This is an optimization exercise on Yosys and OpenROAD, whose aim is small area and a short achievable clock period, not a production implementation. Function was checked by simulation only, so behaviour that the tests miss may differ from the original.

v13:
Design mul_pipe, start of the top module:
module mul_pipe #(
    parameter int unsigned XLEN    = 32,
    parameter int unsigned LATENCY = 3,
    parameter int unsigned TAG_W   = 5
) (
    input  logic             clk,
    input  logic             rst_n,
    input  logic             in_valid,
    output logic             in_ready,
    input  logic [XLEN-1:0]  a,
    input  logic [XLEN-1:0]  b,
    input  logic [2:0]       mulop,
    input  logic [TAG_W-1:0] in_tag,
    input  logic             flush,
    output logic             out_valid,
    input  logic             out_ready,
    output logic [XLEN-1:0]  f,
    output logic [TAG_W-1:0] out_tag
);
    logic             w_stall;
    logic             w_acc;
    logic             r1_v, r2_v, r3_v;
    logic [31:0]      r1_a_n;
    logic [15:0]      r1_neg, r1_one_n, r1_two_n;
    logic             r1_ea_n, r1_d16_n, r1_hi;
    logic [15:0]      w_neg, w_one, w_two;
    logic [32:0]      w_b;
    logic [TAG_W-1:0] r1_tag, r2_tag, r3_tag;
    logic [31:0]      r2_x, r2_y;
    logic [31:0]      r3_f;
    always_comb begin
        w_stall  = r3_v && !out_ready;
        in_ready = !w_stall && !flush;
        w_acc    = in_valid && in_ready;
    end
    always_comb begin
        w_b = {b, 1'b0};
        for (int i = 0; i < 16; i++) begin
            w_neg[i] = w_b[2*i+2];
            w_one[i] = w_b[2*i+1] ^ w_b[2*i];
            w_two[i] = (w_b[2*i+2] ^ w_b[2*i+1]) & ~(w_b[2*i+1] ^ w_b[2*i]);
        end
    end
    wire bneg0 = r1_neg[0];
    wire bonen0 = r1_one_n[0];
    wire btwon0 = r1_two_n[0];
    wire bneg1 = r1_neg[1];
    wire bonen1 = r1_one_n[1];
    wire btwon1 = r1_two_n[1];
    wire bneg2 = r1_neg[2];
    wire bonen2 = r1_one_n[2];
    wire btwon2 = r1_two_n[2];
    wire bneg3 = r1_neg[3];
    wire bonen3 = r1_one_n[3];
    wire btwon3 = r1_two_n[3];
    wire bneg4 = r1_neg[4];
    wire bonen4 = r1_one_n[4];
    wire btwon4 = r1_two_n[4];
    wire bneg5 = r1_neg[5];
    wire bonen5 = r1_one_n[5];
    wire btwon5 = r1_two_n[5];
    wire bneg6 = r1_neg[6];
    wire bonen6 = r1_one_n[6];
    wire btwon6 = r1_two_n[6];
    wire bneg7 = r1_neg[7];
    wire bonen7 = r1_one_n[7];
    wire btwon7 = r1_two_n[7];
    wire bneg8 = r1_neg[8];
    wire bonen8 = r1_one_n[8];
    wire btwon8 = r1_two_n[8];
  ...
clock: 11.0 ns
lec_check: 0
abc_area: 1
cap_margin: 20
core_margin: 2
core_utilization: 40
setup_slack_margin: 5
slew_margin: 20
synth_hierarchical: 1
standard.sh (not shown) runs the stock make flow with config.mk's settings and CLKGATE_MAP_FILE= SYNTH_SCRIPT=/design/flow/synth_recipe.tcl, a recipe that flattens the netlist after the stock synthesis.
==> flow/flow/run.sh <==
#!/bin/bash
# The standard layout, with timing repair aimed further below the clock period and
# the smallest port buffers (repair sizes up the ones on critical paths).
set -euo pipefail
bash standard.sh SETUP_SLACK_MARGIN=6.22 "BUFFER_PORTS_ARGS=-buffer_cell sky130_fd_sc_hd__buf_1" "CTS_ARGS=-sink_clustering_enable -repair_clock_nets -sink_clustering_size 33 -sink_clustering_max_diameter 120 -dont_use_dummy_load" finish > standard.log 2>&1
v13 finished every stage and its layout cleared the timing, DRC and antenna checks.
Here is what was changed in the inputs of v14 compared with v13.
Settings: SLEW_MARGIN changed from 20 to 5; CAP_MARGIN changed from 20 to 5.
==> flow/flow/run.sh <==
#!/bin/bash
# The standard layout, with timing repair aimed further below the clock period and
# the smallest port buffers (repair sizes up the ones on critical paths).
set -euo pipefail
bash standard.sh SETUP_SLACK_MARGIN=6.22 "BUFFER_PORTS_ARGS=-buffer_cell sky130_fd_sc_hd__buf_1" "CTS_ARGS=-sink_clustering_enable -repair_clock_nets -sink_clustering_size 30 -sink_clustering_max_diameter 100 -dont_use_dummy_load" finish > standard.log 2>&1
Notes after the runs:
v13 has a higher share of the clock period used by the worst path than v14. The post-route standard cell area excluding fillers was comparable across v13 and v14.
--- input diff v14..v51 ---
Settings: changing SLEW_MARGIN from 5 to 20; changing ABC_AREA from 1 to 0; changing CAP_MARGIN from 5 to 20.
Notes after the runs:
- Proportion of cell area occupied by multi-input gates was lower in v14 than in v51.
- Summary of v51 over v14: worst-case register-to-register setup slack neither gained nor lost much, post-synthesis instance area picked up an extra 0.57%, worst hold slack lost 0.031 ns.
- | synthesized cell count | lower: v51 |
- Core utilization: v51 higher than v14
## Diff of input files: v34 against v51
Settings: ABC_AREA changed from 0 to 1.
==> flow/flow/run.sh <==
#!/bin/bash
# The standard layout, with timing repair aimed further below the clock period and
# the smallest port buffers (repair sizes up the ones on critical paths).
set -euo pipefail
bash standard.sh SETUP_SLACK_MARGIN=6.3 "BUFFER_PORTS_ARGS=-buffer_cell sky130_fd_sc_hd__buf_1" finish > standard.log 2>&1
- Compared to v51, the routing of v34 uses more wire.
- Re total via count after detailed routing: v51 was lower than v34.
- Clock period minus final worst setup slack delta (v51 -> v34): insignificant
- v34 vs v51, met3 usage went up by 0.17 points.
- Synthesized cell count in v34 is 124 higher than in v51

## separate check: timing with driven ports
Ports are ideal in the flow. The routed layouts listed here were re-timed in OpenROAD. Step 1 assumes that a clkbuf_16 drives the clock port and a buf_2 every other input. Step 2, shift: input delay + t, output delay - t, t = (earliest + latest rising clock arrival at the registers) / 2. This alone moves slack from input paths to output paths. Slacks: ideal / step 1 / step 2; pairs: ideal / step 1.
run | t (ns) | slack for setup (ns) | worst register clock-pin slew, ns
v13 | 0.597 | 6.209 / 6.176 / 6.176 | 0.12 / 0.12
v14 | 0.613 | 6.238 / 6.204 / 6.204 | 0.11 / 0.11
v51 | 0.557 | 6.226 / 6.194 / 6.194 | 0.11 / 0.11
v34 | 0.664 | 6.223 / 6.190 / 6.190 | 0.07 / 0.07
After both steps every run listed still meets setup and hold. For v14, which loses most, drivers alone change the setup slack by -0.034 ns; drivers and shift together by -0.034 ns.
